Background: an optimization exercise with open tools, aiming at small area, a short achievable clock period and few clock cycles. Do not read the settings as production practice.
Only simulation tests tie the RTL to the original design; equivalence was not proved.
The flow treats the clock pin as an ideal source, which a real chip does not have.
Power is estimated from default activity; no workload was simulated.

$ cat flow/flow/early_clock.tcl
# Give the operand and per-job control registers an earlier clock. After clock tree
# synthesis they are moved from the tree's leaves to a shorter branch: one buffer on the
# clock port feeding a few leaf buffers, each placed at the centre of a group of nearby
# registers. Only these registers' paths into the accumulators gain; paths from the
# inputs into them lose.
# usage: openroad -exit early_clock2.tcl   (env: ODB = the CTS database, edited in place)
read_db $::env(ODB)
set db [ord::get_db]
set block [ord::get_db_block]
set clk [$block findNet clk]
set top_master [$db findMaster sky130_fd_sc_hd__clkbuf_16]
set leaf_master [$db findMaster sky130_fd_sc_hd__clkbuf_16]
set ngroups 8
set sinks {}
foreach inst [$block getInsts] {
  if {[regexp {^(r_a_n|r_b_n|r_signed|r_clr)} [$inst getName]]} {
    set it [$inst findITerm CLK]
    if {$it ne "NULL" && $it ne ""} { lappend sinks $inst }
  }
}
puts "early-clock sinks: [llength $sinks]"
# k-means on the register locations
set pts {}
foreach inst $sinks { lappend pts [$inst getLocation] }
set cent {}
for {set g 0} {$g < $ngroups} {incr g} {
  lappend cent [lindex $pts [expr {($g * [llength $pts]) / $ngroups}]]
}
for {set iter 0} {$iter < 20} {incr iter} {
  set assign {}
  foreach p $pts {
    set best 0; set bd 1e30
    for {set g 0} {$g < $ngroups} {incr g} {
      lassign [lindex $cent $g] cx cy
      lassign $p px py
      set d [expr {abs($px - $cx) + abs($py - $cy)}]
      if {$d < $bd} { set bd $d; set best $g }
    }
    lappend assign $best
  }
  set newc {}
  for {set g 0} {$g < $ngroups} {incr g} {
    set sx 0; set sy 0; set n 0
    foreach p $pts a $assign { if {$a == $g} { lassign $p px py; set sx [expr {$sx + $px}]; set sy [expr {$sy + $py}]; incr n } }
    if {$n > 0} { lappend newc [list [expr {$sx / $n}] [expr {$sy / $n}]] } else { lappend newc [lindex $cent $g] }
  }
  set cent $newc
}
# top buffer on the clock port, at the centre of the leaf buffers
set top [odb::dbInst_create $block $top_master clkbuf_early_top]
set topnet [odb::dbNet_create $block clknet_early_top]
$topnet setSigType CLOCK
[$top findITerm A] connect $clk
[$top findITerm X] connect $topnet
set tx 0; set ty 0; set nc 0
for {set g 0} {$g < $ngroups} {incr g} {
  set members {}
  foreach inst $sinks a $assign { if {$a == $g} { lappend members $inst } }
  if {[llength $members] == 0} { continue }
  set buf [odb::dbInst_create $block $leaf_master clkbuf_early_$g]
  set net [odb::dbNet_create $block clknet_early_$g]
  $net setSigType CLOCK
  [$buf findITerm A] connect $topnet
  [$buf findITerm X] connect $net
  foreach inst $members {
    set it [$inst findITerm CLK]
    $it disconnect
    $it connect $net
  }
  lassign [lindex $cent $g] cx cy
  $buf setLocation $cx $cy
  $buf setPlacementStatus PLACED
  set tx [expr {$tx + $cx}]; set ty [expr {$ty + $cy}]; incr nc
  puts "clkbuf_early_$g drives [llength $members] registers"
}
$top setLocation [expr {$tx / $nc}] [expr {$ty / $nc}]
$top setPlacementStatus PLACED
detailed_placement
check_placement
write_db $::env(ODB)
$ cat flow/standard.sh
#!/bin/bash
# synth_recipe.tcl (not shown) runs the flow's synth.tcl, then flattens the netlist and writes it again
# the make line also repeats each setting of config.mk as NAME=value (left out here)
make -C /OpenROAD-flow-scripts/flow DESIGN_CONFIG=/design/flow/config.mk WORK_HOME=/design/flow/orfs CLKGATE_MAP_FILE= SYNTH_SCRIPT=/design/flow/synth_recipe.tcl "${@:-finish}"
$ cat flow/config.mk
export PLATFORM = sky130hd
export DESIGN_NAME = systolic_array_os
export DESIGN_NICKNAME = systolic_array_os
export VERILOG_FILES = /design/flow/design.v
export SDC_FILE = /design/flow/constraint.sdc
export NUM_CORES = 4
export LEC_CHECK = 0
export CAP_MARGIN = 5
export CORE_MARGIN = 2
export CORE_UTILIZATION = 60
export CTS_CLUSTER_DIAMETER = 100
export CTS_CLUSTER_SIZE = 40
export SLEW_MARGIN = 5
$ cat flow/constraint.sdc
create_clock -name core_clock -period 10.0 [get_ports {clk}]
set_input_delay 2.0000 -clock core_clock [delete_from_list [all_inputs] [get_ports {clk}]]
set_output_delay 2.0000 -clock core_clock [all_outputs]
set_load 0.01 [all_outputs]
$ cat flow/flow/run.sh
#!/bin/bash
# Standard ORFS layout with these changes:
#  - synthesis skips Yosys's early "abc -fast", so full adders are extracted from the
#    RTL's own adder expressions (no inverters between adder cells); registers are
#    unchanged,
#  - ports are buffered with buf_2 instead of a delay buffer,
#  - repair_timing aims at a tighter setup margin,
#  - after clock tree synthesis, the operand and per-job control registers are clocked
#    from a short branch of buffers on the clock port (flow/early_clock.tcl): their
#    clock arrives
#    earlier, which helps only their paths into the accumulators (internal paths).
set -u
sed -e 's/synth -nofsm -noshare/synth -nofsm -noshare -noabc/' synth_recipe.tcl > synth_noabc.tcl
A=(SYNTH_SCRIPT=$PWD/synth_noabc.tcl "BUFFER_PORTS_ARGS=-buffer_cell sky130_fd_sc_hd__buf_2" SETUP_SLACK_MARGIN=5.5)
bash standard.sh "${A[@]}" cts > standard_cts.log 2>&1
ODB=$PWD/orfs/results/sky130hd/systolic_array_os/base/4_cts.odb openroad -exit flow/early_clock.tcl > early_clock.log 2>&1
bash standard.sh "${A[@]}" finish > standard_finish.log 2>&1
$ cat flow/design.v
package sys_array_pkg;
  localparam int unsigned DefaultRow  = 4;
  localparam int unsigned DefaultCol  = 4;
  localparam int unsigned DefaultEs   = 8;
  localparam int unsigned DefaultKMax = 64;
endpackage
module pe_mac #(
  parameter int unsigned ES    = 8,
  parameter int unsigned ACC_W = 22
) (
  input  logic             clk,
  input  logic             i_clr,
  input  logic             i_signed,
  input  logic [ES-1:0]    i_a,
  input  logic [ES-1:0]    i_b,
  output logic [ACC_W-1:0] o_acc
);
  logic [ACC_W-1:0] r_acc;
  logic [ACC_W-1:0] w_acc_q;
  logic w_pp_0_0;
  logic w_pp_0_1;
  logic w_pp_0_2;
  logic w_pp_0_3;
  logic w_pp_0_4;
  logic w_pp_0_5;
  logic w_pp_0_6;
  logic w_pp_0_7;
  logic w_pp_1_0;
  logic w_pp_1_1;
  logic w_pp_1_2;
  logic w_pp_1_3;
  logic w_pp_1_4;
  logic w_pp_1_5;
  logic w_pp_1_6;
  logic w_pp_1_7;
  logic w_pp_2_0;
  logic w_pp_2_1;
  logic w_pp_2_2;
  logic w_pp_2_3;
  logic w_pp_2_4;
  logic w_pp_2_5;
  logic w_pp_2_6;
  logic w_pp_2_7;
  logic w_pp_3_0;
  logic w_pp_3_1;
  logic w_pp_3_2;
  logic w_pp_3_3;
  logic w_pp_3_4;
  logic w_pp_3_5;
  logic w_pp_3_6;
  logic w_pp_3_7;
  logic w_pp_4_0;
  logic w_pp_4_1;
  logic w_pp_4_2;
  logic w_pp_4_3;
  logic w_pp_4_4;
  logic w_pp_4_5;
  logic w_pp_4_6;
  logic w_pp_4_7;
  logic w_pp_5_0;
  logic w_pp_5_1;
  logic w_pp_5_2;
  logic w_pp_5_3;
  logic w_pp_5_4;
  logic w_pp_5_5;
  logic w_pp_5_6;
  logic w_pp_5_7;
  logic w_pp_6_0;
  logic w_pp_6_1;
  logic w_pp_6_2;
  logic w_pp_6_3;
  logic w_pp_6_4;
  logic w_pp_6_5;
  logic w_pp_6_6;
  logic w_pp_6_7;
  logic w_pp_7_0;
  logic w_pp_7_1;
  logic w_pp_7_2;
  logic w_pp_7_3;
  logic w_pp_7_4;
  logic w_pp_7_5;
  logic w_pp_7_6;
  logic w_pp_7_7;
  logic w_s1, w_c2;
  logic w_s3, w_c4;
  logic w_s5, w_c6;
  logic w_s7, w_c8;
  logic w_s9, w_c10;
  logic w_s11, w_c12;
  logic w_s13, w_c14;
  logic w_s15, w_c16;
  logic w_s17, w_c18;
  logic w_s19, w_c20;
  logic w_s21, w_c22;
  logic w_s23, w_c24;
  logic w_s25, w_c26;
  logic w_s27, w_c28;
  logic w_s29, w_c30;
  logic w_s31, w_c32;
  logic w_s33, w_c34;
  logic w_s35, w_c36;
  logic w_s37, w_c38;
  logic w_s39, w_c40;
  logic w_s41, w_c42;
  logic w_s43, w_c44;
  logic w_s45, w_c46;
  logic w_s47, w_c48;
  logic w_s49, w_c50;
  logic w_s51, w_c52;
  logic w_s53, w_c54;
  logic w_s55, w_c56;
  logic w_s57, w_c58;
  logic w_s59, w_c60;
  logic w_s61, w_c62;
  logic w_s63, w_c64;
  logic w_s65, w_c66;
  logic w_s67, w_c68;
  logic w_s69, w_c70;
  logic w_s71, w_c72;
  logic w_s73, w_c74;
  logic w_s75, w_c76;
  logic w_s77, w_c78;
  logic w_s79, w_c80;
  logic w_s81, w_c82;
  logic w_s83, w_c84;
  logic w_s85, w_c86;
  logic w_s87, w_c88;
  logic w_s89, w_c90;
  logic w_s91, w_c92;
  logic w_s93, w_c94;
  logic w_s95, w_c96;
  logic w_s97, w_c98;
  logic w_s99, w_c100;
  logic w_s101, w_c102;
  logic w_s103, w_c104;
  logic w_s105, w_c106;
  logic w_s107, w_c108;
  logic w_s109, w_c110;
  logic w_s111, w_c112;
  logic w_s113, w_c114;
  logic w_s115, w_c116;
  logic w_s117, w_c118;
  logic w_s119, w_c120;
  logic w_s121, w_c122;
  logic w_s123, w_c124;
  logic w_s125, w_c126;
  logic w_s127, w_c128;
  logic w_s129, w_c130;
  logic [ACC_W-1:0] w_sum;
  logic w_g131, w_p132;
  logic w_g133, w_p134;
  logic w_g135, w_p136;
  logic w_g137, w_p138;
  logic w_g139, w_p140;
  logic w_g141, w_p142;
  logic w_g143, w_p144;
  logic w_g145, w_p146;
  logic w_g147, w_p148;
  logic w_g149, w_p150;
  logic w_g151, w_p152;
  logic w_g153, w_p154;
  logic w_g155, w_p156;
  logic w_g157, w_p158;
  logic w_g159;
  logic w_gg160;
  logic w_gg161;
  logic w_pp162;
  logic w_gg163;
  logic w_pp164;
  logic w_gg165;
  logic w_pp166;
  logic w_gg167;
  logic w_pp168;
  logic w_gg169;
  logic w_pp170;
  logic w_gg171;
  logic w_pp172;
  logic w_gg173;
  logic w_gg174;
  logic w_gg175;
  logic w_pp176;
  logic w_gg177;
  logic w_pp178;
  logic w_gg179;
  logic w_pp180;
  logic w_gg181;
  logic w_pp182;
  logic w_gg183;
  logic w_gg184;
  logic w_gg185;
  logic w_gg186;
  logic w_gg187;
  logic w_pp188;
  logic w_gg189;
  logic w_pp190;
  logic w_gg191;
  logic w_gg192;
  logic w_gg193;
  logic w_gg194;
  logic w_gg195;
  logic w_gg196;
  logic w_sm197;
  logic w_sm198;
  logic w_sm199;
  logic w_sm200;
  logic w_sm201;
  logic w_sm202;
  logic w_sm203;
  logic w_sm204;
  logic w_sm205;
  logic w_sm206;
  logic w_sm207;
  logic w_sm208;
  logic w_sm209;
  logic w_sm210;
  logic [5:0] w_hi0, w_hi1;
  assign w_acc_q = i_clr ? '0 : r_acc;
  assign w_pp_0_0 = i_a[0] & i_b[0];
  assign w_pp_0_1 = i_a[0] & i_b[1];
  assign w_pp_0_2 = i_a[0] & i_b[2];
  assign w_pp_0_3 = i_a[0] & i_b[3];
  assign w_pp_0_4 = i_a[0] & i_b[4];
  assign w_pp_0_5 = i_a[0] & i_b[5];
  assign w_pp_0_6 = i_a[0] & i_b[6];
  assign w_pp_0_7 = (i_a[0] & i_b[7]) ^ i_signed;
  assign w_pp_1_0 = i_a[1] & i_b[0];
  assign w_pp_1_1 = i_a[1] & i_b[1];
  assign w_pp_1_2 = i_a[1] & i_b[2];
  assign w_pp_1_3 = i_a[1] & i_b[3];
  assign w_pp_1_4 = i_a[1] & i_b[4];
  assign w_pp_1_5 = i_a[1] & i_b[5];
  assign w_pp_1_6 = i_a[1] & i_b[6];
  assign w_pp_1_7 = (i_a[1] & i_b[7]) ^ i_signed;
  assign w_pp_2_0 = i_a[2] & i_b[0];
  assign w_pp_2_1 = i_a[2] & i_b[1];
  assign w_pp_2_2 = i_a[2] & i_b[2];
  assign w_pp_2_3 = i_a[2] & i_b[3];
  assign w_pp_2_4 = i_a[2] & i_b[4];
  assign w_pp_2_5 = i_a[2] & i_b[5];
  assign w_pp_2_6 = i_a[2] & i_b[6];
  assign w_pp_2_7 = (i_a[2] & i_b[7]) ^ i_signed;
  assign w_pp_3_0 = i_a[3] & i_b[0];
  assign w_pp_3_1 = i_a[3] & i_b[1];
  assign w_pp_3_2 = i_a[3] & i_b[2];
  assign w_pp_3_3 = i_a[3] & i_b[3];
  assign w_pp_3_4 = i_a[3] & i_b[4];
  assign w_pp_3_5 = i_a[3] & i_b[5];
  assign w_pp_3_6 = i_a[3] & i_b[6];
  assign w_pp_3_7 = (i_a[3] & i_b[7]) ^ i_signed;
  assign w_pp_4_0 = i_a[4] & i_b[0];
  assign w_pp_4_1 = i_a[4] & i_b[1];
  assign w_pp_4_2 = i_a[4] & i_b[2];
  assign w_pp_4_3 = i_a[4] & i_b[3];
  assign w_pp_4_4 = i_a[4] & i_b[4];
  assign w_pp_4_5 = i_a[4] & i_b[5];
  assign w_pp_4_6 = i_a[4] & i_b[6];
  assign w_pp_4_7 = (i_a[4] & i_b[7]) ^ i_signed;
  assign w_pp_5_0 = i_a[5] & i_b[0];
  assign w_pp_5_1 = i_a[5] & i_b[1];
  assign w_pp_5_2 = i_a[5] & i_b[2];
  assign w_pp_5_3 = i_a[5] & i_b[3];
  assign w_pp_5_4 = i_a[5] & i_b[4];
  assign w_pp_5_5 = i_a[5] & i_b[5];
  assign w_pp_5_6 = i_a[5] & i_b[6];
  assign w_pp_5_7 = (i_a[5] & i_b[7]) ^ i_signed;
  assign w_pp_6_0 = i_a[6] & i_b[0];
  assign w_pp_6_1 = i_a[6] & i_b[1];
  assign w_pp_6_2 = i_a[6] & i_b[2];
  assign w_pp_6_3 = i_a[6] & i_b[3];
  assign w_pp_6_4 = i_a[6] & i_b[4];
  assign w_pp_6_5 = i_a[6] & i_b[5];
  assign w_pp_6_6 = i_a[6] & i_b[6];
  assign w_pp_6_7 = (i_a[6] & i_b[7]) ^ i_signed;
  assign w_pp_7_0 = (i_a[7] & i_b[0]) ^ i_signed;
  assign w_pp_7_1 = (i_a[7] & i_b[1]) ^ i_signed;
  assign w_pp_7_2 = (i_a[7] & i_b[2]) ^ i_signed;
  assign w_pp_7_3 = (i_a[7] & i_b[3]) ^ i_signed;
  assign w_pp_7_4 = (i_a[7] & i_b[4]) ^ i_signed;
  assign w_pp_7_5 = (i_a[7] & i_b[5]) ^ i_signed;
  assign w_pp_7_6 = (i_a[7] & i_b[6]) ^ i_signed;
  assign w_pp_7_7 = i_a[7] & i_b[7];
  assign w_s1 = w_pp_0_5 ^ w_pp_1_4;
  assign w_c2 = w_pp_0_5 & w_pp_1_4;
  assign w_s3 = w_pp_0_6 ^ w_pp_1_5 ^ w_pp_2_4;
  assign w_c4 = (w_pp_0_6 & w_pp_1_5) | (w_pp_0_6 & w_pp_2_4) | (w_pp_1_5 & w_pp_2_4);
  assign w_s5 = w_pp_3_3 ^ w_pp_4_2;
  assign w_c6 = w_pp_3_3 & w_pp_4_2;
  assign w_s7 = w_pp_1_6 ^ w_pp_2_5 ^ w_pp_3_4;
  assign w_c8 = (w_pp_1_6 & w_pp_2_5) | (w_pp_1_6 & w_pp_3_4) | (w_pp_2_5 & w_pp_3_4);
  assign w_s9 = w_pp_4_3 ^ w_pp_5_2 ^ w_pp_6_1;
  assign w_c10 = (w_pp_4_3 & w_pp_5_2) | (w_pp_4_3 & w_pp_6_1) | (w_pp_5_2 & w_pp_6_1);
  assign w_s11 = w_pp_0_7 ^ w_pp_7_0;
  assign w_c12 = w_pp_0_7 & w_pp_7_0;
  assign w_s13 = w_pp_2_6 ^ w_pp_3_5 ^ w_pp_4_4;
  assign w_c14 = (w_pp_2_6 & w_pp_3_5) | (w_pp_2_6 & w_pp_4_4) | (w_pp_3_5 & w_pp_4_4);
  assign w_s15 = w_pp_5_3 ^ w_pp_6_2 ^ i_signed;
  assign w_c16 = (w_pp_5_3 & w_pp_6_2) | (w_pp_5_3 & i_signed) | (w_pp_6_2 & i_signed);
  assign w_s17 = w_pp_1_7 ^ w_pp_7_1 ^ w_acc_q[8];
  assign w_c18 = (w_pp_1_7 & w_pp_7_1) | (w_pp_1_7 & w_acc_q[8]) | (w_pp_7_1 & w_acc_q[8]);
  assign w_s19 = w_pp_3_6 ^ w_pp_4_5 ^ w_pp_5_4;
  assign w_c20 = (w_pp_3_6 & w_pp_4_5) | (w_pp_3_6 & w_pp_5_4) | (w_pp_4_5 & w_pp_5_4);
  assign w_s21 = w_pp_6_3 ^ w_pp_2_7 ^ w_pp_7_2;
  assign w_c22 = (w_pp_6_3 & w_pp_2_7) | (w_pp_6_3 & w_pp_7_2) | (w_pp_2_7 & w_pp_7_2);
  assign w_s23 = w_pp_4_6 ^ w_pp_5_5 ^ w_pp_6_4;
  assign w_c24 = (w_pp_4_6 & w_pp_5_5) | (w_pp_4_6 & w_pp_6_4) | (w_pp_5_5 & w_pp_6_4);
  assign w_s25 = w_pp_0_3 ^ w_pp_1_2;
  assign w_c26 = w_pp_0_3 & w_pp_1_2;
  assign w_s27 = w_pp_0_4 ^ w_pp_1_3 ^ w_pp_2_2;
  assign w_c28 = (w_pp_0_4 & w_pp_1_3) | (w_pp_0_4 & w_pp_2_2) | (w_pp_1_3 & w_pp_2_2);
  assign w_s29 = w_pp_3_1 ^ w_pp_4_0;
  assign w_c30 = w_pp_3_1 & w_pp_4_0;
  assign w_s31 = w_pp_2_3 ^ w_pp_3_2 ^ w_pp_4_1;
  assign w_c32 = (w_pp_2_3 & w_pp_3_2) | (w_pp_2_3 & w_pp_4_1) | (w_pp_3_2 & w_pp_4_1);
  assign w_s33 = w_pp_5_0 ^ w_s1 ^ w_acc_q[5];
  assign w_c34 = (w_pp_5_0 & w_s1) | (w_pp_5_0 & w_acc_q[5]) | (w_s1 & w_acc_q[5]);
  assign w_s35 = w_pp_5_1 ^ w_pp_6_0 ^ w_c2;
  assign w_c36 = (w_pp_5_1 & w_pp_6_0) | (w_pp_5_1 & w_c2) | (w_pp_6_0 & w_c2);
  assign w_s37 = w_s5 ^ w_acc_q[6] ^ w_s3;
  assign w_c38 = (w_s5 & w_acc_q[6]) | (w_s5 & w_s3) | (w_acc_q[6] & w_s3);
  assign w_s39 = w_c6 ^ w_c4 ^ w_acc_q[7];
  assign w_c40 = (w_c6 & w_c4) | (w_c6 & w_acc_q[7]) | (w_c4 & w_acc_q[7]);
  assign w_s41 = w_s7 ^ w_s9 ^ w_s11;
  assign w_c42 = (w_s7 & w_s9) | (w_s7 & w_s11) | (w_s9 & w_s11);
  assign w_s43 = w_c8 ^ w_c10 ^ w_s13;
  assign w_c44 = (w_c8 & w_c10) | (w_c8 & w_s13) | (w_c10 & w_s13);
  assign w_s45 = w_c12 ^ w_s15 ^ w_s17;
  assign w_c46 = (w_c12 & w_s15) | (w_c12 & w_s17) | (w_s15 & w_s17);
  assign w_s47 = w_c14 ^ w_acc_q[9] ^ w_s19;
  assign w_c48 = (w_c14 & w_acc_q[9]) | (w_c14 & w_s19) | (w_acc_q[9] & w_s19);
  assign w_s49 = w_c16 ^ w_c18 ^ w_s21;
  assign w_c50 = (w_c16 & w_c18) | (w_c16 & w_s21) | (w_c18 & w_s21);
  assign w_s51 = w_c20 ^ w_pp_3_7 ^ w_pp_7_3;
  assign w_c52 = (w_c20 & w_pp_3_7) | (w_c20 & w_pp_7_3) | (w_pp_3_7 & w_pp_7_3);
  assign w_s53 = w_acc_q[10] ^ w_s23 ^ w_c22;
  assign w_c54 = (w_acc_q[10] & w_s23) | (w_acc_q[10] & w_c22) | (w_s23 & w_c22);
  assign w_s55 = w_pp_5_6 ^ w_pp_6_5 ^ w_c24;
  assign w_c56 = (w_pp_5_6 & w_pp_6_5) | (w_pp_5_6 & w_c24) | (w_pp_6_5 & w_c24);
  assign w_s57 = w_pp_4_7 ^ w_pp_7_4 ^ w_acc_q[11];
  assign w_c58 = (w_pp_4_7 & w_pp_7_4) | (w_pp_4_7 & w_acc_q[11]) | (w_pp_7_4 & w_acc_q[11]);
  assign w_s59 = w_pp_6_6 ^ w_pp_5_7 ^ w_pp_7_5;
  assign w_c60 = (w_pp_6_6 & w_pp_5_7) | (w_pp_6_6 & w_pp_7_5) | (w_pp_5_7 & w_pp_7_5);
  assign w_s61 = w_pp_0_2 ^ w_pp_1_1;
  assign w_c62 = w_pp_0_2 & w_pp_1_1;
  assign w_s63 = w_pp_2_1 ^ w_pp_3_0 ^ w_s25;
  assign w_c64 = (w_pp_2_1 & w_pp_3_0) | (w_pp_2_1 & w_s25) | (w_pp_3_0 & w_s25);
  assign w_s65 = w_c26 ^ w_s29 ^ w_acc_q[4];
  assign w_c66 = (w_c26 & w_s29) | (w_c26 & w_acc_q[4]) | (w_s29 & w_acc_q[4]);
  assign w_s67 = w_c30 ^ w_c28 ^ w_s31;
  assign w_c68 = (w_c30 & w_c28) | (w_c30 & w_s31) | (w_c28 & w_s31);
  assign w_s69 = w_c32 ^ w_s35 ^ w_c34;
  assign w_c70 = (w_c32 & w_s35) | (w_c32 & w_c34) | (w_s35 & w_c34);
  assign w_s71 = w_c36 ^ w_c38 ^ w_s39;
  assign w_c72 = (w_c36 & w_c38) | (w_c36 & w_s39) | (w_c38 & w_s39);
  assign w_s73 = w_c40 ^ w_s43 ^ w_c42;
  assign w_c74 = (w_c40 & w_s43) | (w_c40 & w_c42) | (w_s43 & w_c42);
  assign w_s75 = w_c44 ^ w_s47 ^ w_c46;
  assign w_c76 = (w_c44 & w_s47) | (w_c44 & w_c46) | (w_s47 & w_c46);
  assign w_s77 = w_c48 ^ w_s51 ^ w_c50;
  assign w_c78 = (w_c48 & w_s51) | (w_c48 & w_c50) | (w_s51 & w_c50);
  assign w_s79 = w_c52 ^ w_s55 ^ w_s57;
  assign w_c80 = (w_c52 & w_s55) | (w_c52 & w_s57) | (w_s55 & w_s57);
  assign w_s81 = w_acc_q[12] ^ w_c56 ^ w_c58;
  assign w_c82 = (w_acc_q[12] & w_c56) | (w_acc_q[12] & w_c58) | (w_c56 & w_c58);
  assign w_s83 = w_pp_6_7 ^ w_pp_7_6 ^ w_acc_q[13];
  assign w_c84 = (w_pp_6_7 & w_pp_7_6) | (w_pp_6_7 & w_acc_q[13]) | (w_pp_7_6 & w_acc_q[13]);
  assign w_s85 = w_pp_0_1 ^ w_pp_1_0;
  assign w_c86 = w_pp_0_1 & w_pp_1_0;
  assign w_s87 = w_pp_2_0 ^ w_s61 ^ w_acc_q[2];
  assign w_c88 = (w_pp_2_0 & w_s61) | (w_pp_2_0 & w_acc_q[2]) | (w_s61 & w_acc_q[2]);
  assign w_s89 = w_c62 ^ w_acc_q[3] ^ w_s63;
  assign w_c90 = (w_c62 & w_acc_q[3]) | (w_c62 & w_s63) | (w_acc_q[3] & w_s63);
  assign w_s91 = w_s27 ^ w_c64 ^ w_s65;
  assign w_c92 = (w_s27 & w_c64) | (w_s27 & w_s65) | (w_c64 & w_s65);
  assign w_s93 = w_c66 ^ w_s33 ^ w_s67;
  assign w_c94 = (w_c66 & w_s33) | (w_c66 & w_s67) | (w_s33 & w_s67);
  assign w_s95 = w_c68 ^ w_s37 ^ w_s69;
  assign w_c96 = (w_c68 & w_s37) | (w_c68 & w_s69) | (w_s37 & w_s69);
  assign w_s97 = w_s41 ^ w_c70 ^ w_s71;
  assign w_c98 = (w_s41 & w_c70) | (w_s41 & w_s71) | (w_c70 & w_s71);
  assign w_s99 = w_c72 ^ w_s45 ^ w_s73;
  assign w_c100 = (w_c72 & w_s45) | (w_c72 & w_s73) | (w_s45 & w_s73);
  assign w_s101 = w_s49 ^ w_c74 ^ w_s75;
  assign w_c102 = (w_s49 & w_c74) | (w_s49 & w_s75) | (w_c74 & w_s75);
  assign w_s103 = w_s53 ^ w_c76 ^ w_s77;
  assign w_c104 = (w_s53 & w_c76) | (w_s53 & w_s77) | (w_c76 & w_s77);
  assign w_s105 = w_c54 ^ w_s79 ^ w_c78;
  assign w_c106 = (w_c54 & w_s79) | (w_c54 & w_c78) | (w_s79 & w_c78);
  assign w_s107 = w_s59 ^ w_c80 ^ w_s81;
  assign w_c108 = (w_s59 & w_c80) | (w_s59 & w_s81) | (w_c80 & w_s81);
  assign w_s109 = w_c60 ^ w_s83 ^ w_c82;
  assign w_c110 = (w_c60 & w_s83) | (w_c60 & w_c82) | (w_s83 & w_c82);
  assign w_s111 = w_pp_7_7 ^ w_acc_q[14] ^ w_c84;
  assign w_c112 = (w_pp_7_7 & w_acc_q[14]) | (w_pp_7_7 & w_c84) | (w_acc_q[14] & w_c84);
  assign w_s113 = i_signed ^ w_acc_q[15];
  assign w_c114 = i_signed & w_acc_q[15];
  assign w_s115 = i_signed ^ w_acc_q[16];
  assign w_c116 = i_signed & w_acc_q[16];
  assign w_s117 = i_signed ^ w_acc_q[17];
  assign w_c118 = i_signed & w_acc_q[17];
  assign w_s119 = i_signed ^ w_acc_q[18];
  assign w_c120 = i_signed & w_acc_q[18];
  assign w_s121 = i_signed ^ w_acc_q[19];
  assign w_c122 = i_signed & w_acc_q[19];
  assign w_s123 = i_signed ^ w_acc_q[20];
  assign w_c124 = i_signed & w_acc_q[20];
  assign w_s125 = i_signed ^ w_acc_q[21];
  assign w_c126 = i_signed & w_acc_q[21];
  assign w_s127 = w_pp_0_0 ^ w_acc_q[0];
  assign w_c128 = w_pp_0_0 & w_acc_q[0];
  assign w_s129 = w_acc_q[1] ^ w_s85 ^ w_c128;
  assign w_c130 = (w_acc_q[1] & w_s85) | (w_acc_q[1] & w_c128) | (w_s85 & w_c128);
  assign w_g131 = w_c86 & w_s87;
  assign w_p132 = w_c86 ^ w_s87;
  assign w_g133 = w_c88 & w_s89;
  assign w_p134 = w_c88 ^ w_s89;
  assign w_g135 = w_c90 & w_s91;
  assign w_p136 = w_c90 ^ w_s91;
  assign w_g137 = w_c92 & w_s93;
  assign w_p138 = w_c92 ^ w_s93;
  assign w_g139 = w_c94 & w_s95;
  assign w_p140 = w_c94 ^ w_s95;
  assign w_g141 = w_c96 & w_s97;
  assign w_p142 = w_c96 ^ w_s97;
  assign w_g143 = w_c98 & w_s99;
  assign w_p144 = w_c98 ^ w_s99;
  assign w_g145 = w_c100 & w_s101;
  assign w_p146 = w_c100 ^ w_s101;
  assign w_g147 = w_c102 & w_s103;
  assign w_p148 = w_c102 ^ w_s103;
  assign w_g149 = w_c104 & w_s105;
  assign w_p150 = w_c104 ^ w_s105;
  assign w_g151 = w_c106 & w_s107;
  assign w_p152 = w_c106 ^ w_s107;
  assign w_g153 = w_c108 & w_s109;
  assign w_p154 = w_c108 ^ w_s109;
  assign w_g155 = w_c110 & w_s111;
  assign w_p156 = w_c110 ^ w_s111;
  assign w_g157 = w_c112 & w_s113;
  assign w_p158 = w_c112 ^ w_s113;
  assign w_g159 = w_g131 | (w_p132 & w_c130);
  assign w_gg160 = w_g133 | (w_p134 & w_g159);
  assign w_gg161 = w_g137 | (w_p138 & w_g135);
  assign w_pp162 = w_p138 & w_p136;
  assign w_gg163 = w_g141 | (w_p142 & w_g139);
  assign w_pp164 = w_p142 & w_p140;
  assign w_gg165 = w_g145 | (w_p146 & w_g143);
  assign w_pp166 = w_p146 & w_p144;
  assign w_gg167 = w_g149 | (w_p150 & w_g147);
  assign w_pp168 = w_p150 & w_p148;
  assign w_gg169 = w_g153 | (w_p154 & w_g151);
  assign w_pp170 = w_p154 & w_p152;
  assign w_gg171 = w_g157 | (w_p158 & w_g155);
  assign w_pp172 = w_p158 & w_p156;
  assign w_gg173 = w_g135 | (w_p136 & w_gg160);
  assign w_gg174 = w_gg161 | (w_pp162 & w_gg160);
  assign w_gg175 = w_g143 | (w_p144 & w_gg163);
  assign w_pp176 = w_p144 & w_pp164;
  assign w_gg177 = w_gg165 | (w_pp166 & w_gg163);
  assign w_pp178 = w_pp166 & w_pp164;
  assign w_gg179 = w_g151 | (w_p152 & w_gg167);
  assign w_pp180 = w_p152 & w_pp168;
  assign w_gg181 = w_gg169 | (w_pp170 & w_gg167);
  assign w_pp182 = w_pp170 & w_pp168;
  assign w_gg183 = w_g139 | (w_p140 & w_gg174);
  assign w_gg184 = w_gg163 | (w_pp164 & w_gg174);
  assign w_gg185 = w_gg175 | (w_pp176 & w_gg174);
  assign w_gg186 = w_gg177 | (w_pp178 & w_gg174);
  assign w_gg187 = w_g155 | (w_p156 & w_gg181);
  assign w_pp188 = w_p156 & w_pp182;
  assign w_gg189 = w_gg171 | (w_pp172 & w_gg181);
  assign w_pp190 = w_pp172 & w_pp182;
  assign w_gg191 = w_g147 | (w_p148 & w_gg186);
  assign w_gg192 = w_gg167 | (w_pp168 & w_gg186);
  assign w_gg193 = w_gg179 | (w_pp180 & w_gg186);
  assign w_gg194 = w_gg181 | (w_pp182 & w_gg186);
  assign w_gg195 = w_gg187 | (w_pp188 & w_gg186);
  assign w_gg196 = w_gg189 | (w_pp190 & w_gg186);
  assign w_sm197 = w_p132 ^ w_c130;
  assign w_sm198 = w_p134 ^ w_g159;
  assign w_sm199 = w_p136 ^ w_gg160;
  assign w_sm200 = w_p138 ^ w_gg173;
  assign w_sm201 = w_p140 ^ w_gg174;
  assign w_sm202 = w_p142 ^ w_gg183;
  assign w_sm203 = w_p144 ^ w_gg184;
  assign w_sm204 = w_p146 ^ w_gg185;
  assign w_sm205 = w_p148 ^ w_gg186;
  assign w_sm206 = w_p150 ^ w_gg191;
  assign w_sm207 = w_p152 ^ w_gg192;
  assign w_sm208 = w_p154 ^ w_gg193;
  assign w_sm209 = w_p156 ^ w_gg194;
  assign w_sm210 = w_p158 ^ w_gg195;
  assign w_sum[1:0] = {w_s129, w_s127};
  assign w_sum[15:2] = {w_sm210, w_sm209, w_sm208, w_sm207, w_sm206, w_sm205, w_sm204, w_sm203, w_sm202, w_sm201, w_sm200, w_sm199, w_sm198, w_sm197};
  assign w_hi0 = {w_c124, w_c122, w_c120, w_c118, w_c116, w_c114} + {w_s125, w_s123, w_s121, w_s119, w_s117, w_s115};
  assign w_hi1 = {w_c124, w_c122, w_c120, w_c118, w_c116, w_c114} + {w_s125, w_s123, w_s121, w_s119, w_s117, w_s115} + 1'b1;
  assign w_sum[21:16] = w_gg196 ? w_hi1 : w_hi0;
  always_ff @(posedge clk) begin
    r_acc <= w_sum;
  end
  assign o_acc = r_acc;
endmodule
module systolic_array_os #(
  parameter int unsigned ROW   = sys_array_pkg::DefaultRow,
  parameter int unsigned COL   = sys_array_pkg::DefaultCol,
  parameter int unsigned ES    = sys_array_pkg::DefaultEs,
  parameter int unsigned K_MAX = sys_array_pkg::DefaultKMax,
  parameter int unsigned ACC_W = 2 * ES + $clog2(K_MAX)
) (
  input  logic                         clk,
  input  logic                         rst_n,
  input  logic                         start,
  input  logic [$clog2(K_MAX+1)-1:0]   k_len,
  input  logic                         signed_mode,
  input  logic                         in_vld,
  output logic                         in_rdy,
  input  logic [ROW*ES-1:0]            a_vec,
  input  logic [COL*ES-1:0]            b_vec,
  output logic                         out_vld,
  input  logic                         out_rdy,
  output logic [COL*ACC_W-1:0]         out_row,
  output logic [$clog2(ROW)-1:0]       out_row_idx,
  output logic                         out_last,
  output logic                         busy,
  output logic                         done
);
  localparam int unsigned KW = $clog2(K_MAX + 1);
  localparam int unsigned RW = $clog2(ROW);
  logic          r_feed;       
  logic          r_zero;       
  logic          r_first;      
  logic [KW-1:0] r_k_rem;      
  logic          r_signed;
  logic [ES-1:0] r_a_n [ROW];
  logic [ES-1:0] r_b_n [COL];
  logic [ROW-1:0] r_clr;       
  logic          r_last;       
  logic          r_out_vld;
  logic [RW-1:0] r_row;
  logic          r_row_last;   
  logic [ROW-1:0] r_row_sel;   
  logic          r_rdy_any;    
  logic          r_rdy_last;   
  logic [KW-1:0]    w_k_clamp;
  logic             w_start, w_acc_free, w_in_rdy, w_fire, w_issue, w_xfer;
  logic             w_feed_d, w_zero_d, w_first_d, w_last_d, w_out_vld_d, w_row_last_d;
  logic [RW-1:0]    w_row_d;
  logic [ACC_W-1:0] w_acc [ROW][COL];
  assign w_k_clamp = (k_len > KW'(K_MAX)) ? KW'(K_MAX) : k_len;
  assign w_start   = start & ~busy;
  assign w_xfer    = r_out_vld & out_rdy;
  assign w_acc_free = ~r_last & (~r_out_vld | (r_row_last & out_rdy));
  assign w_in_rdy   = r_rdy_any | (r_rdy_last & out_rdy);
  assign w_fire     = in_vld & w_in_rdy;
  assign w_issue    = w_fire | (r_zero & w_acc_free);
  always_comb begin
    w_feed_d  = r_feed;
    w_zero_d  = r_zero;
    w_first_d = r_first;
    if (w_start) begin
      w_feed_d  = (w_k_clamp != '0);
      w_zero_d  = (w_k_clamp == '0);
      w_first_d = 1'b1;
    end else begin
      if (w_fire) begin
        w_first_d = 1'b0;
        if (r_k_rem == KW'(1)) w_feed_d = 1'b0;
      end
      if (r_zero && w_acc_free) w_zero_d = 1'b0;
    end
    w_last_d     = w_issue & (r_zero | (r_k_rem == KW'(1)));
    w_out_vld_d  = r_out_vld;
    w_row_d      = r_row;
    w_row_last_d = r_row_last;
    if (r_last) begin
      w_out_vld_d  = 1'b1;
      w_row_d      = '0;
      w_row_last_d = 1'b0;
    end else if (w_xfer) begin
      w_out_vld_d  = ~r_row_last;
      w_row_d      = r_row + RW'(1);
      w_row_last_d = (r_row == RW'(ROW - 2));
    end
  end
  always_ff @(posedge clk) begin
    if (!rst_n) begin
      r_feed     <= 1'b0;
      r_zero     <= 1'b0;
      r_first    <= 1'b0;
      r_clr      <= '1;
      r_last     <= 1'b0;
      r_out_vld  <= 1'b0;
      r_row      <= '0;
      r_row_last <= 1'b0;
      r_row_sel  <= '0;
      r_rdy_any  <= 1'b0;
      r_rdy_last <= 1'b0;
    end else begin
      r_feed     <= w_feed_d;
      r_zero     <= w_zero_d;
      r_first    <= w_first_d;
      r_clr      <= {ROW{w_xfer}} & r_row_sel;
      r_last     <= w_last_d;
      r_out_vld  <= w_out_vld_d;
      r_row      <= w_row_d;
      r_row_last <= w_row_last_d;
      for (int r = 0; r < ROW; r++) r_row_sel[r] <= w_out_vld_d & (w_row_d == RW'(r));
      r_rdy_any  <= w_feed_d & (~w_first_d | (~w_last_d & ~w_out_vld_d));
      r_rdy_last <= w_feed_d & w_first_d & ~w_last_d & w_row_last_d;
    end
  end
  always_ff @(posedge clk) begin
    if (w_start) begin
      r_k_rem <= w_k_clamp;
    end else if (w_fire) begin
      r_k_rem <= r_k_rem - KW'(1);
    end
  end
  always_ff @(posedge clk) begin
    if (!rst_n) begin
      r_signed <= 1'b0;
    end else if (w_start) begin
      r_signed <= signed_mode;
    end
  end
  always_ff @(posedge clk) begin
    for (int r = 0; r < ROW; r++) r_a_n[r] <= ~((w_fire & rst_n) ? a_vec[r*ES +: ES] : '0);
    for (int c = 0; c < COL; c++) r_b_n[c] <= ~b_vec[c*ES +: ES];
  end
  for (genvar gr = 0; gr < ROW; gr++) begin : g_row
    for (genvar gc = 0; gc < COL; gc++) begin : g_col
      pe_mac #(
        .ES   (ES),
        .ACC_W(ACC_W)
      ) u_pe (
        .clk     (clk),
        .i_clr   (r_clr[gr]),
        .i_signed(r_signed),
        .i_a     (~r_a_n[gr]),
        .i_b     (~r_b_n[gc]),
        .o_acc   (w_acc[gr][gc])
      );
    end
  end
  always_comb begin
    out_row = '0;
    for (int r = 0; r < ROW; r++)
      for (int c = 0; c < COL; c++)
        out_row[c*ACC_W +: ACC_W] = out_row[c*ACC_W +: ACC_W] | (w_acc[r][c] & {ACC_W{r_row_sel[r]}});
  end
  assign in_rdy      = w_in_rdy;
  assign out_vld     = r_out_vld;
  assign out_row_idx = r_row;
  assign out_last    = r_row_last;
  assign busy        = r_feed | r_zero;
  assign done        = r_row_last & out_rdy;
endmodule
==> run notes, run 1 <==
clock tree from TritonCTS done; Worst Path Required 8.00 ns; first-pass GRT wire length 253 mm; syn_nets 6666; final hold slack 0.513 ns; mean number of vias per cell 6.07; Netlist cell types 56; layout cell share with drive strength beyond 1 13.8%; Static Leakage 31.8 nW; FFs w/ async S/R, synth 0%; total of fill cells in the finished design 6602; number of buffers created by CTS 34; clock network latency to the later pin of the worst-skew pair 0.61 ns; final max-slew violation count 0; Slew @ Worst Pin 0.959 ns; Initial DRC Count 2764; most used flip-flop cell after synthesis sky130_fd_sc_hd__dfxtp_1; unrepaired setup endpoints after global routing true; flip-flop and latch count after synthesis 442; via count of the routed design 39300; Clock Sink Count 442; total count of hold-check failures in the final report 0; post-synthesis instance area 51700 sq um; sequential area share after synthesis 17.3%; number of remaining DRC errors 0; starting utilization of the core area 60.6%; destination of the critical timing path in_rdy; worst setup path class in -> out; startpoint of the most critical setup path out_rdy; yosys synthesis warning count 7; syn_area_per_cell 9.98 sq um; Max Fanout on Critical Path 4; total of hold buffers inserted after clock tree synthesis 0; status complete, no violations; number of rows created at floorplan 107; remaining global-route overflow 0; Max-slew headroom 36.0%; area occupied by multi-input gates 42800 sq um; clock edge transition at the registers on the reported setup and hold paths 0.09 ns; gr usage total 37.9%; Sequential Area 9040 sq um; Root Driver sky130_fd_sc_hd__clkbuf_16; number of enable-type register cells in the synthesized netlist 7; number of detailed-route iterations in the first pass 6; Layout Skew 0.194 ns; end-of-flow core utilization 69.3%; Final HPWL DP 102 mm; CTS HTree Levels 2; IO Count 172; total die area 88500 sq um; vertical die dimension 297 microns; CP Data Arrival Time 2.47 ns; Tightest Hold Check Type reg -> reg; IR drop worst, VDD 0.000149 V; layout overhead on the synthesized area 14.5%; launching point of the worst reg2reg path r_signed$_SDFFE_PN0P_; number of nets with antenna violations after routing 0; final setup vio count 0; Final nets 6791; crit path launch type input port; GPL Wtd Cong 0.863; port bufs 171; setup tns final 0 ns; R2R depth 14; via count of the first global-routing pass 42500; final period utilization 44.7%; type of destination of the critical path output port; final WL 165 mm; area of the core region 85300 sq um; pin count of the biggest net entering global routing 70; highest attainable clock frequency 0.224 GHz; max capacitance violation total 0; reg-to-reg endpoint g_row[1].g_col[2].u_pe.r_acc[17]$_DFF_P_; Worst R2R Setup Slack 5.58 ns; pwr/cell area 129 nW/um^2; CTS max path bufs 3; routed len/inst 25.6 microns; Die W 297 microns; Post-Syn Instances 5178; initial antenna violation count 7; Final min period 4.47 ns
[cells in the final DEF (no fill, tap or decap), types with 28 or more instances in the layout]
master / netlist / layout
sky130_fd_sc_hd__buf_12: 0 / 63
sky130_fd_sc_hd__xnor2_1: 177 / 177
sky130_fd_sc_hd__a21o_1: 86 / 86
sky130_fd_sc_hd__clkbuf_16: 0 / 47
sky130_fd_sc_hd__inv_1: 48 / 47
sky130_fd_sc_hd__buf_4: 0 / 84
sky130_fd_sc_hd__a21oi_2: 0 / 43
sky130_fd_sc_hd__nor2b_1: 366 / 366
sky130_fd_sc_hd__o21ai_0: 57 / 47
sky130_fd_sc_hd__buf_2: 25 / 171
sky130_fd_sc_hd__nand4_1: 36 / 36
sky130_fd_sc_hd__nand2_1: 237 / 234
sky130_fd_sc_hd__a21oi_1: 155 / 103
sky130_fd_sc_hd__ha_4: 0 / 33
sky130_fd_sc_hd__nand3_1: 30 / 28
sky130_fd_sc_hd__xor2_2: 0 / 50
sky130_fd_sc_hd__xor2_1: 367 / 317
sky130_fd_sc_hd__dfxtp_1: 435 / 397
sky130_fd_sc_hd__fa_1: 896 / 851
sky130_fd_sc_hd__ha_1: 515 / 480
sky130_fd_sc_hd__a22oi_1: 176 / 176
sky130_fd_sc_hd__fa_2: 0 / 45
sky130_fd_sc_hd__dfxtp_4: 0 / 29
sky130_fd_sc_hd__nor2_1: 1087 / 1077
[cell usage after synthesis, types with 5 or more instances]
library cell | count | area share, %
sky130_fd_sc_hd__o21ai_0 | 57 | 0.55
sky130_fd_sc_hd__nand3b_1 | 6 | 0.087
sky130_fd_sc_hd__nor2_1 | 1087 | 7.9
sky130_fd_sc_hd__a21oi_1 | 155 | 1.5
sky130_fd_sc_hd__nor2b_1 | 366 | 4.4
sky130_fd_sc_hd__clkbuf_1 | 195 | 1.4
sky130_fd_sc_hd__o21ai_2 | 7 | 0.12
sky130_fd_sc_hd__o21a_1 | 20 | 0.29
sky130_fd_sc_hd__buf_1 | 81 | 0.59
sky130_fd_sc_hd__nor3_1 | 12 | 0.12
sky130_fd_sc_hd__xor2_1 | 367 | 6.2
sky130_fd_sc_hd__dfxtp_1 | 435 | 17
sky130_fd_sc_hd__fa_1 | 896 | 35
sky130_fd_sc_hd__o21bai_2 | 5 | 0.11
sky130_fd_sc_hd__and4b_1 | 5 | 0.097
sky130_fd_sc_hd__a21o_1 | 86 | 1.2
sky130_fd_sc_hd__a211oi_1 | 11 | 0.16
sky130_fd_sc_hd__o21ai_1 | 13 | 0.13
sky130_fd_sc_hd__nand2_1 | 237 | 1.7
sky130_fd_sc_hd__and3_1 | 17 | 0.21
sky130_fd_sc_hd__buf_2 | 25 | 0.24
sky130_fd_sc_hd__a22oi_1 | 176 | 2.6
sky130_fd_sc_hd__o211ai_1 | 18 | 0.26
sky130_fd_sc_hd__and2_1 | 9 | 0.11
sky130_fd_sc_hd__nand2b_1 | 16 | 0.19
sky130_fd_sc_hd__xnor2_1 | 177 | 3.0
sky130_fd_sc_hd__inv_1 | 48 | 0.35
sky130_fd_sc_hd__edfxtp_1 | 7 | 0.41
sky130_fd_sc_hd__ha_1 | 515 | 12
sky130_fd_sc_hd__nand3_1 | 30 | 0.29
sky130_fd_sc_hd__o21bai_1 | 10 | 0.15
sky130_fd_sc_hd__and4_1 | 12 | 0.20
sky130_fd_sc_hd__mux2_1 | 15 | 0.33
sky130_fd_sc_hd__nand4_1 | 36 | 0.44
[worst min path at each step]
| stage | end | cells after the start | start | slack (ns) |
|---|---|---|---|---|
| after global routing | r_feed$_SDFF_PN0_ | 2 | r_feed$_SDFF_PN0_ | 0.56 |
| after floorplan | r_first$_SDFF_PN0_ | 2 | r_first$_SDFF_PN0_ | 0.47 |
| final | r_feed$_SDFF_PN0_ | 2 | r_feed$_SDFF_PN0_ | 0.51 |
| after CTS | r_feed$_SDFF_PN0_ | 2 | r_feed$_SDFF_PN0_ | 0.52 |
| after detailed placement | r_feed$_SDFF_PN0_ | 2 | r_feed$_SDFF_PN0_ | 0.50 |
| after global placement | r_feed$_SDFF_PN0_ | 2 | r_feed$_SDFF_PN0_ | 0.50 |
[per-stage QoR]
step | setup WS [ns] | power [W] | area [sq um] | cells
6_report | 5.53 | 0.00765 | 59100 | 6472
5_1_grt | 5.47 | 0.00815 | 59100 | 6471
4_1_cts | 5.41 | 0.00738 | 58600 | 6450
3_5_place_dp | 4.82 | 0.00554 | 54400 | 6269
3_3_place_gp | 4.84 | 0.00547 | 54400 | 6269
2_1_floorplan | 4.74 | 0.00484 | 52900 | 5178
[routing by layer]
layer / wire length [microns] / global-route usage [%] / vias to the layer above / share of wire, %
met4: 12100 / 21.8 / 12 / 7.3
met5: 90 / 0 / - / 0.054
li1: - / - / 17100 / -
met2: 77700 / 62.8 / 1736 / 47
met1: 60500 / 45.3 / 19900 / 37
met3: 15000 / 8.71 / 583 / 9.1
[report_power, final]
group	total (W)	switching, W	leakage, nW	internal (W)
Combinational	0.00326	0.00172	27.4	0.00154
Sequential	0.00250	0.000284	3.68	0.00221
Clock	0.00189	0.000973	0.719	0.000922
[state kept, by name, summed over array words and instances, names as in the netlist, 2 cells and up]
signal and flops:
g_row.g_col.u_pe.r_acc 352, r_row_sel 4, r_clr 4, r_k_rem 7, r_b_n 32, r_row 2, r_a_n 32
[final cells by class]
class / instances / share of cell area [%]
diodes: 1 / 0.00423
repair buffers: 382 / 7.19
plain buffers: 9 / 0.381
inverters: 48 / 0.305
clock buffers: 39 / 1.54
well taps: 1144 / 2.42
multi-input cells: 4386 / 72.3
clock inverters: 21 / 0.576
flip-flops and latches: 442 / 15.3
[worst max-delay path, cell delays in order]
cell                     delay [ns]
sky130_fd_sc_hd__buf_2         0.12
sky130_fd_sc_hd__a21o_1        0.20
sky130_fd_sc_hd__buf_2         0.15
[kinds of logic after synthesis]
logic type	count (synthesis)	share of synthesized area [%]
xor gates and xnor gates	544	9.22
adders and majority gates	1411	47.2
DFF	442	17.3
muxes	16	0.356
buffers and inverters	350	2.62
and+or+nand+nor	1841	15.9
AOI/OAI and AO/OA	574	7.42
[repair_timing]
action | CTS | global route
gates cloned | 29 | 3
gates resized for setup | 263 | 30
buffers inserted | 92 | 9
pin swaps | 45 | 16
endpoints found under the setup margin | 228 | 48
Testbench counts, summed over its fixed seeds: cycles 12,017.
==> run 2: changes to the inputs <==
--- a/flow/flow/run.sh
+++ b/flow/flow/run.sh
@@ -12,5 +12,5 @@
 set -u
 sed -e 's/synth -nofsm -noshare/synth -nofsm -noshare -noabc/' synth_recipe.tcl > synth_noabc.tcl
-A=(SYNTH_SCRIPT=$PWD/synth_noabc.tcl "BUFFER_PORTS_ARGS=-buffer_cell sky130_fd_sc_hd__buf_2" SETUP_SLACK_MARGIN=5.5)
+A=(SYNTH_SCRIPT=$PWD/synth_noabc.tcl "BUFFER_PORTS_ARGS=-buffer_cell sky130_fd_sc_hd__buf_2" SETUP_SLACK_MARGIN=5.4)
 bash standard.sh "${A[@]}" cts > standard_cts.log 2>&1
 ODB=$PWD/orfs/results/sky130hd/systolic_array_os/base/4_cts.odb openroad -exit flow/early_clock.tcl > early_clock.log 2>&1
==> run notes, run 2 <==
status complete, no violations; cell internal power dissipation 0.00467 W; Initial DRC Count 2547; clock tree from TritonCTS done; flip-flop count of the largest register, all copies and words added 352; most instantiated library cell after synthesis sky130_fd_sc_hd__nor2_1; via count of the first global-routing pass 41400; setup tns final 0 ns; initial antenna violation count 8; share of the synthesized area in compound gates (AO/OA/AOI/OAI) 7.42%; total of hold buffers inserted after clock tree synthesis 0; Tightest Hold Check Type reg -> reg; Root Driver sky130_fd_sc_hd__clkbuf_16; Final nets 6724; Netlist cell types 56; unrepaired setup endpoints after global routing true; Post-Syn Instances 5178; gr usage total 36.1%; sequential area share after synthesis 17.3%; Die W 297 microns; CTS HTree Levels 2; Layout Skew 0.195 ns; clock edge transition at the registers on the reported setup and hold paths 0.09 ns; clock network latency to the later pin of the worst-skew pair 0.61 ns; Max Fanout on Critical Path 46; most area-consuming cells after synthesis sky130_fd_sc_hd__fa_1 35%, sky130_fd_sc_hd__dfxtp_1 17%, sky130_fd_sc_hd__ha_1 12%, sky130_fd_sc_hd__nor2_1 7.9%, sky130_fd_sc_hd__xor2_1 6.2%; adder-cell share of the synthesized area 47.2%; Most flops, register g_row.g_col.u_pe.r_acc; switching power 0.00289 W; layout cell share with drive strength beyond 1 11.6%; largest area contributor in the netlist sky130_fd_sc_hd__fa_1; CP Data Arrival Time 2.57 ns; most common cell after layout, fill and taps aside sky130_fd_sc_hd__nor2_1; CTS max path bufs 3; IR drop worst, VDD 0.000150 V; post-synthesis instance area 51700 sq um; starting utilization of the core area 60.6%; pin count of the biggest net entering global routing 62; via count of the routed design 38600; crit path launch type flip-flop; registers with the highest flip-flop counts g_row.g_col.u_pe.r_acc: 352 flops, r_a_n: 32 flops, r_b_n: 32 flops; routed len/inst 24.5 microns; Slew @ Worst Pin 0.858 ns; port bufs 171; share of total power in the clock network 25.4%; vertical die dimension 297 microns; final period utilization 45.7%; yosys synthesis warning count 7; highest attainable clock frequency 0.219 GHz; FFs w/ async S/R, synth 0%; remaining global-route overflow 0; layout overhead on the synthesized area 11.5%; GPL Wtd Cong 0.860; pwr/cell area 131 nW/um^2; mean number of vias per cell 6.02; most used flip-flop cell after synthesis sky130_fd_sc_hd__dfxtp_1; final max-slew violation count 0; flip-flop and latch count after synthesis 442; number of remaining DRC errors 0; fraction of synthesized area in multiplexers 0.356%; area of the core region 85300 sq um; Flop pwr share 32.9%; type of destination of the critical path output port; IO Count 172; number of buffers created by CTS 34; total power after layout 0.00756 W; fraction of post-synthesis cell area in the top cell type by area 34.7%; combinational share of power 41.6%; post-synthesis share of cell area spent on and, or, nand and nor gates 15.9%; final WL 157 mm; parity-gate share of the synthesized area counting xor and xnor cells 9.22%; Post-synth top cells 1087 x sky130_fd_sc_hd__nor2_1, 896 x sky130_fd_sc_hd__fa_1, 515 x sky130_fd_sc_hd__ha_1, 435 x sky130_fd_sc_hd__dfxtp_1, 367 x sky130_fd_sc_hd__xor2_1; total count of hold-check failures in the final report 0; worst setup path class reg -> out; first-pass GRT wire length 242 mm; Clock Sink Count 442; number of rows created at floorplan 107; Max-slew headroom 42.8%; syn_nets 6666; Final HPWL DP 102 mm; number of nets with antenna violations after routing 0; end-of-flow core utilization 67.6%; largest family of logic cells by synthesized area adder cells; final setup vio count 0; Worst Path Required 8.00 ns; total die area 88500 sq um; final hold slack 0.514 ns; Final min period 4.57 ns; Static Leakage 31.1 nW; commonest cells after routing, fill and taps aside 1084 x sky130_fd_sc_hd__nor2_1, 854 x sky130_fd_sc_hd__fa_1, 487 x sky130_fd_sc_hd__ha_1, 412 x sky130_fd_sc_hd__dfxtp_1, 366 x sky130_fd_sc_hd__nor2b_1; number of detailed-route iterations in the first pass 6; max capacitance violation total 0; syn_area_per_cell 9.98 sq um; number of enable-type register cells in the synthesized netlist 7; proportion of total power due to net switching 38.2%
run 2: cell counts after synthesis:
No cell type changed its count.
run 2: path summary, 6_finish.rpt:
kind,start,end,slack (ns),cells past startpoint
min,r_feed$_SDFF_PN0_,r_feed$_SDFF_PN0_,0.51,2
min reg2reg,r_feed$_SDFF_PN0_,r_feed$_SDFF_PN0_,0.51,2
max,r_row_sel[1]$_SDFF_PN0_,out_row[34],5.43,4
max reg2reg,r_a_n[1][2]$_DFF_P_,g_row[1].g_col[3].u_pe.r_acc[17]$_DFF_P_,5.55,13
run 2: kinds of logic (layout without fill, tap and decap cells):
group	Yosys count	after routing
mux	16	16
buf+inv	350	433
flops	442	442
xor+xnor	544	544
fa+ha+maj	1411	1411
simple gates	1841	1841
other cells	0	2
compound gates	574	574
run 2: worst max-delay path, stage by stage, from the launching register on:
cell,delay (ns)
sky130_fd_sc_hd__dfxtp_4,0.73
sky130_fd_sc_hd__buf_6,0.47
sky130_fd_sc_hd__a22oi_1,0.22
sky130_fd_sc_hd__nand2_1,0.32
sky130_fd_sc_hd__buf_2,0.20
run 2: metrics by stage:
step / worst slack [ns] / std cells / area [sq um]
after floorplan: 4.74 / 5178 / 52900
after global routing: 5.38 / 6405 / 57600
final: 5.43 / 6407 / 57600
after CTS: 5.37 / 6389 / 57200
after global placement: 4.41 / 6269 / 54400
after detailed placement: 4.35 / 6269 / 54400
run 2: what timing repair did:
item                       in CTS  in global routing
gates cloned                   12                  1
pin swaps                      10                  7
setup buffers                  47                  6
resized for setup             156                 15
setup endpoints to repair     224                 24
run 2: routing by layer:
metal / share of wire [%] / track usage (%) / vias to the layer above
met5: 0.031 / 0 / -
met4: 6.4 / 18.8 / 8
met3: 6.9 / 5.18 / 437
met2: 49 / 62.3 / 1501
met1: 38 / 44.0 / 19700
li1: - / - / 16900
run 2: power by group through the flow:
stage | clock (W) | sequential, W | combinational (W)
finish | 0.00192 | 0.00249 | 0.00315
global route | 0.00202 | 0.00253 | 0.00351
CTS | 0.00172 | 0.00249 | 0.00313
detailed placement | 0 | 0.00253 | 0.00301
global placement | 0 | 0.00253 | 0.00295
floorplan | 0 | 0.00240 | 0.00244
run 2: cell type report:
| type | count | area [sq um] |
|---|---|---|
| flip-flops and latches | 442 | 8990 |
| plain buffers | 9 | 225 |
| repair buffers | 315 | 3000 |
| well taps | 1144 | 1430 |
| multi-input cells | 4386 | 42500 |
| fillers | 6739 | 27700 |
| inverters | 48 | 180 |
| clock inverters | 20 | 344 |
| diodes | 2 | 5.00 |
| clock buffers | 41 | 961 |
==> run 3: changes to the inputs <==
--- a/flow/flow/run.sh
+++ b/flow/flow/run.sh
@@ -8,6 +8,6 @@
 #  - after clock tree synthesis, the operand and per-job control registers are clocked
 #    from a short branch of buffers on the clock port (flow/early_clock.tcl): their
-#    clock arrives
-#    earlier, which helps only their paths into the accumulators (internal paths).
+#    clock arrives earlier, which helps only their paths into the accumulators (paths
+#    between registers); their paths from the inputs lose the same time.
 set -u
 sed -e 's/synth -nofsm -noshare/synth -nofsm -noshare -noabc/' synth_recipe.tcl > synth_noabc.tcl
==> run notes, run 3 <==
final period utilization 45.7%; destination of the critical timing path out_row[34]; Flop pwr share 32.9%; number of detailed-route iterations in the first pass 6; initial antenna violation count 8; Post-synth top cells 1087 x sky130_fd_sc_hd__nor2_1, 896 x sky130_fd_sc_hd__fa_1, 515 x sky130_fd_sc_hd__ha_1, 435 x sky130_fd_sc_hd__dfxtp_1, 367 x sky130_fd_sc_hd__xor2_1; IR drop worst, VDD 0.000150 V; Die W 297 microns; crit path launch type flip-flop; Layout Skew 0.195 ns; Worst Hold Path Cells 2; CP Data Arrival Time 2.57 ns; fraction of synthesized area in multiplexers 0.356%; startpoint of the most critical setup path r_row_sel[1]$_SDFF_PN0_; Final min period 4.57 ns; Post-Syn Instances 5178; clock tree from TritonCTS done; CTS max path bufs 3; layout overhead on the synthesized area 11.5%; chain of cells forming the critical path buf_6, a22oi_1, nand2_1, buf_2; Initial DRC Count 2547; layout cell share with drive strength beyond 1 11.6%; Worst Path Required 8.00 ns; Slowest-stage cell, CP sky130_fd_sc_hd__dfxtp_4; yosys synthesis warning count 7; Final HPWL DP 102 mm; post-synthesis share of cell area spent on and, or, nand and nor gates 15.9%; most used flip-flop cell after synthesis sky130_fd_sc_hd__dfxtp_1; number of rows created at floorplan 107; launching point of the worst reg2reg path r_a_n[1][2]$_DFF_P_; number of buffers created by CTS 34; final setup vio count 0; worst setup path class reg -> out; Root Driver sky130_fd_sc_hd__clkbuf_16; kind of cell adding the most delay to the critical path flip-flops; Post-Place Cells 6269; area occupied by multi-input gates 42500 sq um; Critical Path Stages 4; first-pass GRT wire length 242 mm; sequential area share after synthesis 17.3%; Sequential Area 8990 sq um; total of hold buffers inserted after clock tree synthesis 0; combinational share of power 41.6%; switching power 0.00289 W; reg-to-reg endpoint g_row[1].g_col[3].u_pe.r_acc[17]$_DFF_P_; remaining global-route overflow 0; highest attainable clock frequency 0.219 GHz; share of the synthesized area in compound gates (AO/OA/AOI/OAI) 7.42%; largest family of logic cells by synthesized area adder cells; Max Fanout on Critical Path 46; Slew @ Worst Pin 0.858 ns; unrepaired setup endpoints after global routing true; Finished Cell Area 57600 sq um; most common cell after layout, fill and taps aside sky130_fd_sc_hd__nor2_1; final max-slew violation count 0; commonest cells after routing, fill and taps aside 1084 x sky130_fd_sc_hd__nor2_1, 854 x sky130_fd_sc_hd__fa_1, 487 x sky130_fd_sc_hd__ha_1, 412 x sky130_fd_sc_hd__dfxtp_1, 366 x sky130_fd_sc_hd__nor2b_1; flip-flop and latch count after synthesis 442; non-filler instance count after layout 6407; port bufs 171; via count of the routed design 38600; Critical Path Max Stage Delay 0.73 ns; Worst R2R Setup Slack 5.55 ns; starting utilization of the core area 60.6%; CTS HTree Levels 2; total die area 88500 sq um; via count of the first global-routing pass 41400; total count of hold-check failures in the final report 0; number of enable-type register cells in the synthesized netlist 7; setup tns final 0 ns; max capacitance violation total 0; adder-cell share of the synthesized area 47.2%; share of total power in the clock network 25.4%; mean number of vias per cell 6.02; clock edge transition at the registers on the reported setup and hold paths 0.09 ns; cell internal power dissipation 0.00467 W; Max-slew headroom 42.8%; syn_nets 6666; type of destination of the critical path output port; flip-flop count of the largest register, all copies and words added 352; post-synthesis instance area 51700 sq um; Tightest Hold Check Type reg -> reg; number of remaining DRC errors 0; placed cell areas 54400 sq um; parity-gate share of the synthesized area counting xor and xnor cells 9.22%; IO Count 172; pin count of the biggest net entering global routing 62; FFs w/ async S/R, synth 0%; total of fill cells in the finished design 6739; Clock Sink Count 442; total power after layout 0.00756 W; syn_area_per_cell 9.98 sq um; number of nets with antenna violations after routing 0; vertical die dimension 297 microns; clock network latency to the later pin of the worst-skew pair 0.61 ns; Static Leakage 31.1 nW; GPL Wtd Cong 0.860; routed len/inst 24.5 microns; R2R depth 13; final WL 157 mm; fraction of post-synthesis cell area in the top cell type by area 34.7%; pwr/cell area 131 nW/um^2; largest area contributor in the netlist sky130_fd_sc_hd__fa_1; CP bufs+invs 2; proportion of total power due to net switching 38.2%; status complete, no violations; Final nets 6724; most instantiated library cell after synthesis sky130_fd_sc_hd__nor2_1; Most flops, register g_row.g_col.u_pe.r_acc; Netlist cell types 56; gr usage total 36.1%; area of the core region 85300 sq um; registers with the highest flip-flop counts g_row.g_col.u_pe.r_acc: 352 flops, r_a_n: 32 flops, r_b_n: 32 flops; most area-consuming cells after synthesis sky130_fd_sc_hd__fa_1 35%, sky130_fd_sc_hd__dfxtp_1 17%, sky130_fd_sc_hd__ha_1 12%, sky130_fd_sc_hd__nor2_1 7.9%, sky130_fd_sc_hd__xor2_1 6.2%
-- run 3: cell counts after synthesis --
Identical to the previous run, type by type.
-- run 3: worst min path at each step --
stage,start,endpoint,slack [ns]
global route,r_feed$_SDFF_PN0_,r_feed$_SDFF_PN0_,0.56
finish,r_feed$_SDFF_PN0_,r_feed$_SDFF_PN0_,0.51
CTS,r_feed$_SDFF_PN0_,r_feed$_SDFF_PN0_,0.52
detailed placement,r_feed$_SDFF_PN0_,r_feed$_SDFF_PN0_,0.51
global placement,r_feed$_SDFF_PN0_,r_feed$_SDFF_PN0_,0.50
floorplan,r_first$_SDFF_PN0_,r_first$_SDFF_PN0_,0.47
-- run 3: stage by stage --
stage | setup slack, ns | hold slack (ns) | util, %
4_1_cts | 5.37 | 0.519 | 67.1
3_3_place_gp | 4.41 | 0.498 | 63.8
6_report | 5.43 | 0.514 | 67.6
3_5_place_dp | 4.35 | 0.506 | 63.8
5_1_grt | 5.38 | 0.557 | 67.6
2_1_floorplan | 4.74 | 0.469 | -
-- run 3: power groups by stage --
stage | Sequential [W] | Combinational, W | Clock, W
2_1_floorplan | 0.00240 | 0.00244 | 0
3_5_place_dp | 0.00253 | 0.00301 | 0
5_1_grt | 0.00253 | 0.00351 | 0.00202
4_1_cts | 0.00249 | 0.00313 | 0.00172
6_report | 0.00249 | 0.00315 | 0.00192
3_3_place_gp | 0.00253 | 0.00295 | 0
-- run 3: final cells by class --
cell class                      count  share of cell area [%]
Multi-Input combinational cell   4386                    73.7
Sequential cell                   442                    15.6
Timing Repair Buffer              315                    5.20
Tap cell                         1144                    2.48
Clock buffer                       41                    1.67
Clock inverter                     20                   0.597
Buffer                              9                   0.391
Inverter                           48                   0.313
Antenna cell                        2                 0.00868
-- run 3: metal layers --
layer / up-vias / track usage [%] / share of wire, %
li1: 16900 / - / -
met1: 19700 / 44.0 / 38
met2: 1501 / 62.3 / 49
met3: 437 / 5.18 / 6.9
met4: 8 / 18.8 / 6.4
met5: - / 0 / 0.031
-- run 3: repair_timing --
action                     CTS  global route
setup buffers               47             6
setup endpoints to repair  224            24
pin swaps                   10             7
gates cloned                12             1
gates resized for setup    156            15
-- run 3: kinds of logic after synthesis --
group	count (synthesis)
buffers and inverters	350
multiplexers	16
XOR/XNOR	544
flip-flops	442
adder cells (fa/ha/maj)	1411
AND/OR/NAND/NOR	1841
AO/OA/AOI/OAI	574
-- run 3: worst reg2reg max path, stage by stage (launching register included) --
cell	delay [ns]
sky130_fd_sc_hd__dfxtp_1	0.37
sky130_fd_sc_hd__buf_12	0.24
sky130_fd_sc_hd__nor2_1	0.13
sky130_fd_sc_hd__fa_1	0.45
sky130_fd_sc_hd__fa_1	0.52
sky130_fd_sc_hd__fa_1	0.52
sky130_fd_sc_hd__fa_1	0.50
sky130_fd_sc_hd__ha_1	0.35
sky130_fd_sc_hd__o211ai_1	0.15
sky130_fd_sc_hd__o21ai_2	0.31
sky130_fd_sc_hd__o211ai_1	0.16
sky130_fd_sc_hd__and4b_1	0.25
sky130_fd_sc_hd__o21bai_4	0.22
sky130_fd_sc_hd__mux2_1	0.34

[afterwards: timing with drivers on the ports]
How much do the figures lean on ideal ports? The routed layouts below were timed once more, with nothing changed but the port constraints. Step 1 assumes that a clkbuf_16 drives the clock port and a buf_2 every other input. Step 2, shift: input delay + t, output delay - t, t = (earliest + latest rising clock arrival at the registers) / 2. This alone moves slack from input paths to output paths. a / b / c = ideal / step 1 / step 2; a / b = the first two.
run	t (ns)	slack for setup (ns)	latest minus earliest clock arrival (ns)	pins driven straight from the clock port
run 1	0.600	5.528 / 5.466 / 5.506	0.195 / 0.194	2
run 2	0.591	5.433 / 5.355 / 5.536	0.196 / 0.196	2
run 3	0.591	5.433 / 5.355 / 5.536	0.196 / 0.196	2
After both steps every run listed still meets setup and hold. The setup slack of run 1, which loses most, moves by -0.062 ns with the drivers and by -0.022 ns with both steps.
